This is an optimization exercise on Yosys and OpenROAD, whose aim is small area, a short achievable clock period and few clock cycles per item, not a production implementation. In this exercise RTL edits were held to simulation tests only and were not proved equivalent to the original. Power and IR drop assume default switching activity.

### flow/config.mk
export PLATFORM = sky130hd
export DESIGN_NAME = sha1_message_digest
export DESIGN_NICKNAME = sha1_message_digest
export VERILOG_FILES = /design/flow/design.v
export SDC_FILE = /design/flow/constraint.sdc
export NUM_CORES = 4
export LEC_CHECK = 0
export CAP_MARGIN = 20
export CORE_MARGIN = 2
export CORE_UTILIZATION = 40
export SLEW_MARGIN = 20
### flow/constraint.sdc
create_clock -name core_clock -period 8.0 [get_ports {clk_i}]
set_input_delay 1.6000 -clock core_clock [delete_from_list [all_inputs] [get_ports {clk_i}]]
set_output_delay 1.6000 -clock core_clock [all_outputs]
set_load 0.01 [all_outputs]
### flow/design.v
package sha1_pkg;
  localparam int unsigned NumChain  = 5;
  localparam int unsigned NumSched  = 16;
  localparam int unsigned NumRounds = 80;
  localparam int unsigned CountW    = 61;
  localparam logic [NumChain*32-1:0] Iv = {
    32'hc3d2e1f0, 32'h10325476, 32'h98badcfe, 32'hefcdab89, 32'h67452301
  };
  localparam logic [7:0] PadByte = 8'h80;
  typedef enum logic [1:0] {
    PH_CH  = 2'd0,
    PH_PAR = 2'd1,
    PH_MAJ = 2'd2,
    PH_PAR2 = 2'd3
  } sha1_phase_e;
  function automatic logic [31:0] sha1_k(sha1_phase_e ph);
    logic [31:0] k;
    case (ph)
      2'd0:    k = 32'h5a827999;
      2'd1:    k = 32'h6ed9eba1;
      2'd2:    k = 32'h8f1bbcdc;
      default: k = 32'hca62c1d6;
    endcase
    sha1_k = k;
  endfunction
  typedef struct packed {
    logic take_byte;   
    logic pad_push;    
    logic fill_push;   
    logic fill_len;    
    logic load_vars;   
    logic round;       
    logic add_chain;   
    logic emit_next;   
    logic finish;      
  } sha1_cmd_t;
  typedef struct packed {
    logic blk_end;     
    logic len_fits;    
    logic widx_last;   
    logic round_last;
    logic word_last;
  } sha1_stat_t;
endpackage
module sha1_ctrl (
  input  logic                clk_i,
  input  logic                rst_ni,
  input  logic                in_valid_i,
  input  logic                byte_present_i,
  input  logic                last_i,
  output logic                in_ready_o,
  output logic                out_valid_o,
  input  logic                out_ready_i,
  input  sha1_pkg::sha1_stat_t stat_i,
  output sha1_pkg::sha1_cmd_t  cmd_o
);
  typedef enum logic [5:0] {
    ST_IDLE = 6'b000001,
    ST_PAD  = 6'b000010,
    ST_FILL = 6'b000100,
    ST_RUN  = 6'b001000,
    ST_ADD  = 6'b010000,
    ST_OUT  = 6'b100000
  } state_e;
  state_e state_q, state_d;
  logic   pad_pend_q, pad_pend_d;
  logic   closing_q, closing_d;
  logic   len_ok_q, len_ok_d;
  logic   in_acc;
  assign in_ready_o  = (state_q == ST_IDLE);
  assign out_valid_o = (state_q == ST_OUT);
  assign in_acc      = in_valid_i && in_ready_o;
  always_comb begin
    state_d    = state_q;
    pad_pend_d = pad_pend_q;
    closing_d  = closing_q;
    len_ok_d   = len_ok_q;
    cmd_o      = '0;
    cmd_o.fill_len = len_ok_q;
    case (state_q)
      ST_IDLE: begin
        if (in_acc) begin
          if (byte_present_i) begin
            cmd_o.take_byte = 1'b1;
            if (stat_i.blk_end) begin
              cmd_o.load_vars = 1'b1;
              pad_pend_d      = last_i;
              state_d         = ST_RUN;
            end else if (last_i) begin
              state_d = ST_PAD;
            end
          end else if (last_i) begin
            state_d = ST_PAD;
          end
        end
      end
      ST_PAD: begin
        cmd_o.pad_push = 1'b1;
        closing_d      = 1'b1;
        len_ok_d       = stat_i.len_fits;
        if (stat_i.widx_last) begin
          cmd_o.load_vars = 1'b1;
          state_d         = ST_RUN;
        end else begin
          state_d = ST_FILL;
        end
      end
      ST_FILL: begin
        cmd_o.fill_push = 1'b1;
        if (stat_i.widx_last) begin
          cmd_o.load_vars = 1'b1;
          state_d         = ST_RUN;
        end
      end
      ST_RUN: begin
        cmd_o.round = 1'b1;
        if (stat_i.round_last) begin
          state_d = ST_ADD;
        end
      end
      ST_ADD: begin
        cmd_o.add_chain = 1'b1;
        if (pad_pend_q) begin
          pad_pend_d = 1'b0;
          state_d    = ST_PAD;
        end else if (!closing_q) begin
          state_d = ST_IDLE;
        end else if (len_ok_q) begin
          state_d = ST_OUT;
        end else begin
          len_ok_d = 1'b1;
          state_d  = ST_FILL;
        end
      end
      ST_OUT: begin
        if (out_ready_i) begin
          if (stat_i.word_last) begin
            cmd_o.finish = 1'b1;
            closing_d    = 1'b0;
            len_ok_d     = 1'b0;
            state_d      = ST_IDLE;
          end else begin
            cmd_o.emit_next = 1'b1;
          end
        end
      end
      default: state_d = ST_IDLE;
    endcase
  end
  always_ff @(posedge clk_i or negedge rst_ni) begin
    if (!rst_ni) begin
      state_q    <= ST_IDLE;
      pad_pend_q <= 1'b0;
      closing_q  <= 1'b0;
      len_ok_q   <= 1'b0;
    end else begin
      state_q    <= state_d;
      pad_pend_q <= pad_pend_d;
      closing_q  <= closing_d;
      len_ok_q   <= len_ok_d;
    end
  end
endmodule
module sha1_dp (
  input  logic                clk_i,
  input  logic                rst_ni,
  input  logic [7:0]          data_byte_i,
  input  sha1_pkg::sha1_cmd_t  cmd_i,
  output sha1_pkg::sha1_stat_t stat_o,
  output logic [31:0]         digest_word_o,
  output logic [2:0]          word_index_o,
  output logic                last_word_o
);
  logic [31:0]       chain_q [sha1_pkg::NumChain];
  logic [31:0]       vars_q  [sha1_pkg::NumChain];
  logic [31:0]       sched_q [sha1_pkg::NumSched];
  logic [31:0]       word_q, word_d;
  logic [sha1_pkg::CountW-1:0] count_q;
  logic [3:0]        widx_q;
  logic [6:0]        rnd_q;
  logic [2:0]        oidx_q;
  logic [1:0]  pos;
  logic [31:0] byte_word, pad_word, fill_word, sched_new, sched_in;
  logic [31:0] f_val, tmp;
  logic        push;
  sha1_pkg::sha1_phase_e phase;
  function automatic logic [31:0] put_byte(logic [31:0] w, logic [1:0] p, logic [7:0] b);
    logic [31:0] base;
    logic [31:0] sh;
    base = (p == 2'd0) ? 32'd0 : w;
    sh   = {24'd0, b} << {~p, 3'b000};
    put_byte = base | sh;
  endfunction
  function automatic logic [31:0] rotl(logic [31:0] x, int unsigned n);
    rotl = (x << n) | (x >> (32 - n));
  endfunction
  assign pos       = count_q[1:0];
  assign byte_word = put_byte(word_q, pos, data_byte_i);
  assign pad_word  = put_byte(word_q, pos, sha1_pkg::PadByte);
  always_comb begin
    fill_word = 32'd0;
    if (cmd_i.fill_len && widx_q == 4'd14) begin
      fill_word = count_q[sha1_pkg::CountW-1:sha1_pkg::CountW-32];
    end else if (cmd_i.fill_len && widx_q == 4'd15) begin
      fill_word = {count_q[sha1_pkg::CountW-33:0], 3'b000};
    end
  end
  assign sched_new = rotl(sched_q[13] ^ sched_q[8] ^ sched_q[2] ^ sched_q[0], 1);
  always_comb begin
    push     = 1'b0;
    sched_in = sched_new;
    word_d   = word_q;
    if (cmd_i.take_byte) begin
      word_d   = byte_word;
      push     = (pos == 2'd3);
      sched_in = byte_word;
    end else if (cmd_i.pad_push) begin
      push     = 1'b1;
      sched_in = pad_word;
    end else if (cmd_i.fill_push) begin
      push     = 1'b1;
      sched_in = fill_word;
    end else if (cmd_i.round) begin
      push     = 1'b1;
    end
  end
  always_comb begin
    if (rnd_q <= 7'd19) begin
      phase = sha1_pkg::PH_CH;
    end else if (rnd_q <= 7'd39) begin
      phase = sha1_pkg::PH_PAR;
    end else if (rnd_q <= 7'd59) begin
      phase = sha1_pkg::PH_MAJ;
    end else begin
      phase = sha1_pkg::PH_PAR2;
    end
    case (phase)
      sha1_pkg::PH_CH:   f_val = (vars_q[1] & vars_q[2]) | (~vars_q[1] & vars_q[3]);
      sha1_pkg::PH_MAJ:  f_val = (vars_q[1] & vars_q[2]) | (vars_q[1] & vars_q[3])
                     | (vars_q[2] & vars_q[3]);
      default: f_val = vars_q[1] ^ vars_q[2] ^ vars_q[3];
    endcase
  end
  assign tmp = rotl(vars_q[0], 5) + f_val + vars_q[4] + sha1_pkg::sha1_k(phase) + sched_q[0];
  always_ff @(posedge clk_i) begin
    word_q <= word_d;
    if (push) begin
      for (int i = 0; i < sha1_pkg::NumSched - 1; i++) begin
        sched_q[i] <= sched_q[i+1];
      end
      sched_q[sha1_pkg::NumSched-1] <= sched_in;
    end
    if (cmd_i.load_vars) begin
      for (int i = 0; i < sha1_pkg::NumChain; i++) begin
        vars_q[i] <= chain_q[i];
      end
    end else if (cmd_i.round) begin
      vars_q[0] <= tmp;
      vars_q[1] <= vars_q[0];
      vars_q[2] <= rotl(vars_q[1], 30);
      vars_q[3] <= vars_q[2];
      vars_q[4] <= vars_q[3];
    end
  end
  always_ff @(posedge clk_i or negedge rst_ni) begin
    if (!rst_ni) begin
      for (int i = 0; i < sha1_pkg::NumChain; i++) begin
        chain_q[i] <= sha1_pkg::Iv[32*i +: 32];
      end
      count_q <= '0;
      widx_q  <= '0;
      rnd_q   <= '0;
      oidx_q  <= '0;
    end else begin
      if (cmd_i.take_byte) begin
        count_q <= count_q + sha1_pkg::CountW'(1);
      end
      if (push && !cmd_i.round) begin
        widx_q <= widx_q + 4'd1;
      end
      if (cmd_i.round) begin
        rnd_q <= stat_o.round_last ? 7'd0 : rnd_q + 7'd1;
      end
      if (cmd_i.add_chain) begin
        for (int i = 0; i < sha1_pkg::NumChain; i++) begin
          chain_q[i] <= chain_q[i] + vars_q[i];
        end
      end
      if (cmd_i.emit_next) begin
        oidx_q <= oidx_q + 3'd1;
      end
      if (cmd_i.finish) begin
        for (int i = 0; i < sha1_pkg::NumChain; i++) begin
          chain_q[i] <= sha1_pkg::Iv[32*i +: 32];
        end
        count_q <= '0;
        widx_q  <= '0;
        oidx_q  <= '0;
      end
    end
  end
  assign stat_o.blk_end    = (count_q[5:0] == 6'd63);
  assign stat_o.len_fits   = (count_q[5:0] < 6'd56);
  assign stat_o.widx_last  = (widx_q == 4'd15);
  assign stat_o.round_last = (rnd_q == 7'(sha1_pkg::NumRounds - 1));
  assign stat_o.word_last  = (oidx_q == 3'(sha1_pkg::NumChain - 1));
  always_comb begin
    case (oidx_q)
      3'd0:    digest_word_o = chain_q[0];
      3'd1:    digest_word_o = chain_q[1];
      3'd2:    digest_word_o = chain_q[2];
      3'd3:    digest_word_o = chain_q[3];
      default: digest_word_o = chain_q[4];
    endcase
  end
  assign word_index_o = oidx_q;
  assign last_word_o  = stat_o.word_last;
endmodule
module sha1_message_digest (
  input  logic        clk_i,
  input  logic        rst_ni,
  input  logic        in_valid_i,
  output logic        in_ready_o,
  input  logic [7:0]  data_byte_i,
  input  logic        byte_present_i,
  input  logic        last_i,
  output logic        out_valid_o,
  input  logic        out_ready_i,
  output logic [31:0] digest_word_o,
  output logic [2:0]  word_index_o,
  output logic        last_word_o
);
  sha1_pkg::sha1_cmd_t  cmd;
  sha1_pkg::sha1_stat_t stat;
  sha1_ctrl u_ctrl (
    .clk_i          (clk_i),
    .rst_ni         (rst_ni),
    .in_valid_i     (in_valid_i),
    .byte_present_i (byte_present_i),
    .last_i         (last_i),
    .in_ready_o     (in_ready_o),
    .out_valid_o    (out_valid_o),
    .out_ready_i    (out_ready_i),
    .stat_i         (stat),
    .cmd_o          (cmd)
  );
  sha1_dp u_dp (
    .clk_i         (clk_i),
    .rst_ni        (rst_ni),
    .data_byte_i   (data_byte_i),
    .cmd_i         (cmd),
    .stat_o        (stat),
    .digest_word_o (digest_word_o),
    .word_index_o  (word_index_o),
    .last_word_o   (last_word_o)
  );
endmodule
### flow/run.sh
#!/bin/bash
# synth_recipe.tcl (not shown) runs the flow's synth.tcl, then flattens the netlist and writes it again
# the make line also repeats each setting of config.mk as NAME=value (left out here)
make -C /OpenROAD-flow-scripts/flow DESIGN_CONFIG=/design/flow/config.mk WORK_HOME=/design/flow/orfs CLKGATE_MAP_FILE= SYNTH_SCRIPT=/design/flow/synth_recipe.tcl finish
==> run notes <==
[power by group]
group          total (mW)  internal, mW  switching [mW]  leakage, nW
Combinational        4.80          1.83            2.97         10.7
Sequential           7.56          7.02           0.536         9.15
Clock                4.98          2.93            2.05         1.69
[metal layers]
layer  share of wire, %  vias up  GRT usage, %
li1                   -    15877             -
met1                 46    17097          31.3
met2                 45     1143          33.7
met3                6.2      200          3.34
met4                2.6        4          5.90
met5              0.015        -             0
[critical path, delay by kind of cell (launching register included)]
family	cells	cell delay, ns
adders and majority gates	7	2.73
AOI/OAI and AO/OA	8	2.26
buffers and inverters	5	0.68
DFF	1	0.41
and+or+nand+nor	2	0.25
xor gates and xnor gates	1	0.16
[final cells by class]
type | count | area (sq um) | area share, %
Clock buffer | 128 | 2710 | 4.87
Clock inverter | 58 | 807 | 1.45
Inverter | 324 | 1220 | 2.19
Multi-Input combinational cell | 2931 | 20500 | 36.9
Sequential cell | 948 | 27300 | 49.2
Tap cell | 1637 | 2050 | 3.68
Timing Repair Buffer | 101 | 966 | 1.74
[cells by family (layout without fill, tap and decap cells)]
family	Yosys count	after routing	synth area share, %
fa+ha+maj	335	335	10.2
xor+xnor	317	317	5.59
buf+inv	492	611	3.78
flops	948	948	55.1
mux	39	39	0.796
compound gates	1163	1163	14.7
simple gates	1077	1077	9.84
[per-stage QoR]
step	hold slack [ns]	cells	worst slack (ns)	power, mW	cell area (sq um)
global route	0.418	6127	0.721	18.3	55600
detailed placement	0.405	5941	1.19	12.4	52100
CTS	0.410	6127	1.18	17.5	55600
global placement	0.401	5941	1.27	12.4	52100
finish	0.410	6127	1.23	17.3	55600
floorplan	0.400	4371	1.36	11.1	49700
[Yosys cell counts (8+ instances only)]
| master | number | area share (%) |
|---|---|---|
| a211o_1 | 8 | 0.14 |
| a211oi_1 | 37 | 0.56 |
| a21o_1 | 110 | 1.7 |
| a21oi_1 | 237 | 2.4 |
| a221oi_1 | 17 | 0.30 |
| a222oi_1 | 14 | 0.28 |
| a22o_1 | 31 | 0.55 |
| a22oi_1 | 70 | 1.1 |
| a31oi_1 | 37 | 0.47 |
| and3_1 | 31 | 0.39 |
| buf_1 | 22 | 0.17 |
| buf_2 | 16 | 0.16 |
| clkbuf_1 | 128 | 0.97 |
| dfrtp_1 | 163 | 8.2 |
| dfstp_2 | 81 | 4.3 |
| edfxtp_1 | 704 | 43 |
| fa_1 | 119 | 4.8 |
| ha_1 | 215 | 5.4 |
| inv_1 | 321 | 2.4 |
| mux2i_1 | 35 | 0.71 |
| nand2_1 | 451 | 3.4 |
| nand2b_1 | 23 | 0.29 |
| nand3_1 | 131 | 1.3 |
| nand3b_1 | 9 | 0.14 |
| nand4_1 | 28 | 0.35 |
| nor2_1 | 226 | 1.7 |
| nor2b_1 | 37 | 0.47 |
| nor3_1 | 71 | 0.72 |
| nor3b_1 | 8 | 0.12 |
| o211ai_1 | 14 | 0.21 |
| o21a_1 | 60 | 0.91 |
| o21ai_0 | 379 | 3.8 |
| o21bai_1 | 26 | 0.39 |
| o22ai_1 | 32 | 0.40 |
| o31a_1 | 8 | 0.14 |
| o31ai_1 | 23 | 0.35 |
| or3_1 | 22 | 0.28 |
| xnor2_1 | 192 | 3.4 |
| xor2_1 | 125 | 2.2 |
[state kept, by name, summed over array words and instances, names as in the netlist, 3 cells and up]
name and count:
u_dp.widx_q 4, u_dp.word_q 32, u_dp.rnd_q 7, u_dp.count_q 61, u_dp.chain_q 160, u_dp.vars_q 160, u_dp.sched_q 512, u_dp.oidx_q 3
u_ctrl.state_q 6
[how the worst max path moves through the flow]
stage | slack (ns) | start | end
after floorplan | 1.36 | byte_present_i | u_dp.vars_q[0][0]
after global placement | 1.27 | u_dp.rnd_q[0] | u_dp.vars_q[0][30]
after detailed placement | 1.19 | u_dp.rnd_q[0] | u_dp.vars_q[0][30]
after CTS | 1.18 | u_dp.rnd_q[0] | u_dp.vars_q[0][30]
after global routing | 0.72 | u_dp.rnd_q[0] | u_dp.vars_q[0][30]
final | 1.23 | u_dp.rnd_q[0] | u_dp.vars_q[0][30]
==> results.toml <==
[outcome]
status = "complete, no violations"

[synth]
yosys_register_bits = 948
synthArstFlopShare_pct = 25.7
synth_area_per_cell_sq_um = 11.4
ys.flop_type = "edfxtp_1"
yosysSeqAreaShare_pct = 55.1
synth_edf_count = 704
syn_inst = 4371
synth_nets = 4719
synth_area_sq_um = 49700
yosysUniqueCellTypes = 82
yosysWarningCount = 5

[sta]
grt_setup_unrepaired = "false"
finalHoldViolations = 0
fin_crit_ns = 6.77
worst_pin_slew_ns = 1.12
skew_ns = 0.0400
slew_headroom_pct = 24.4
max_clock_freq_ghz = 0.148
maxSlewViolCount = 0
tns_ns = 0
setup_violations = 0
finalCritPeriodShare_pct = 84.6

[die]
dieArea_sq_um = 127000
io_pins = 52
placementRows = 129
die_h_um = 356
die_x_um = 356
start_util_pct = 40.2
core-area_sq_um = 123000

[min_path]
whs_endpoint = "u_dp.sched_q[11][27]"
hp-class = "reg -> reg"
min_path_cells = 0
hp-start = "u_dp.sched_q[12][27]"

[cts]
post-cts-setup-buffers = 0
ctsHoldBuffers = 0
path_clk_slew_ns = 0.07
tritoncts_num_sinks = 948
clkLatencyLatePin_ns = 0.72
root_buffer = "clkbuf_16"
cts_buffer_depth = 3
numCtsBuffers = 100
cts_tree = "built"
cts_resized = 0
htree_levels = 3

[drt]
vias_per_cell = 5.60
wl_per_cell_um = 22.6
vias = 34321
wirelength_mm = 139
remaining_drc_errors = 0
firstDrtPassIters = 10
ant_nets = 0
drtIter0Drc = 3513

[setup_path]
cp_common_cell = "inv_1"
cp-end-kind = "flop"
worst-endpoint-arrival_ns = 7.18
cpMaxStageDelayCell = "fa_1"
reg2reg_to = "u_dp.vars_q[0][30]"
critical_path_required_ns = 8.41
r2r-start = "u_dp.rnd_q[0]"
critical_path_class = "reg -> reg"
path_cells = "ha_1 > o21bai_1 > maj3_1 > a211o_2 > inv_1 > ha_1 > inv_1 > fa_1 > fa_1 > inv_1 > fa_1 > inv_1 > ha_1 > and3_1 > nand2_1 > o21ai_0 > a41oi_1 > o21ai_0 > buf_4 > a211oi_1 > o41ai_1 > xnor2_1 > o21ai_0"
reg2regPathDepth = 23
crit_fanout = 23
slowest_delay_ns = 0.53
reg2reg_slack_ns = 1.23
startpoint_type = "flop"

[global_route]
grt_max_degree = 160
grt_antenna_before_repair = 2
grt_pass1_wl_mm = 209
grt_pass1_vias = 33123
grt-ovfl-total = 0
grt_util_all_layers_pct = 21.6

[power]
p_per_area_nw_per_um2 = 312
vdd_drop_max_mv = 0.225
power_leakage_nw = 21.5

[cells_and_area]
drive_above_1_share_pct = 7.37
nFillCells = 11287
diodes = 0
layout_common_cells = "704 x edfxtp_1, 449 x nand2_1, 378 x o21ai_0"
final_common_cell = "edfxtp_1"
area_delta_synth_final_pct = 12.0
fin_nets = 4754
fin_util_pct = 45.1

[job]
drv_cap = 0

[placed_design]
globalplace.congestion = 0.910
port-buffer-count = 51
hpwl_mm = 96.7
Testbench counts, summed over its fixed seeds: cycles 118,888, bytes 46,322.

## port drivers added, routing unchanged
How much do the figures lean on ideal ports? The routed layout below was timed once more, with nothing changed but the port constraints.
Step 1: set_driving_cell puts a clkbuf_16 on clk_i and a buf_2 on each other input, an assumption about the parent block.
Step 2, shift: input delay + t, output delay - t, t = (earliest + latest rising clock arrival at the registers) / 2. This alone moves slack from input paths to output paths.
a / b / c = no drivers / after step 1 / after step 2; a / b = the first two.
t, ns: 0.759
slack for setup (ns): 1.235 / 1.235 / 1.235
hold slack, ns: 0.410 / 0.410 / 0.410
After both steps this run still meets setup and hold. For this run, drivers alone change the setup slack by 0.000 ns; drivers and shift together by 0.000 ns.
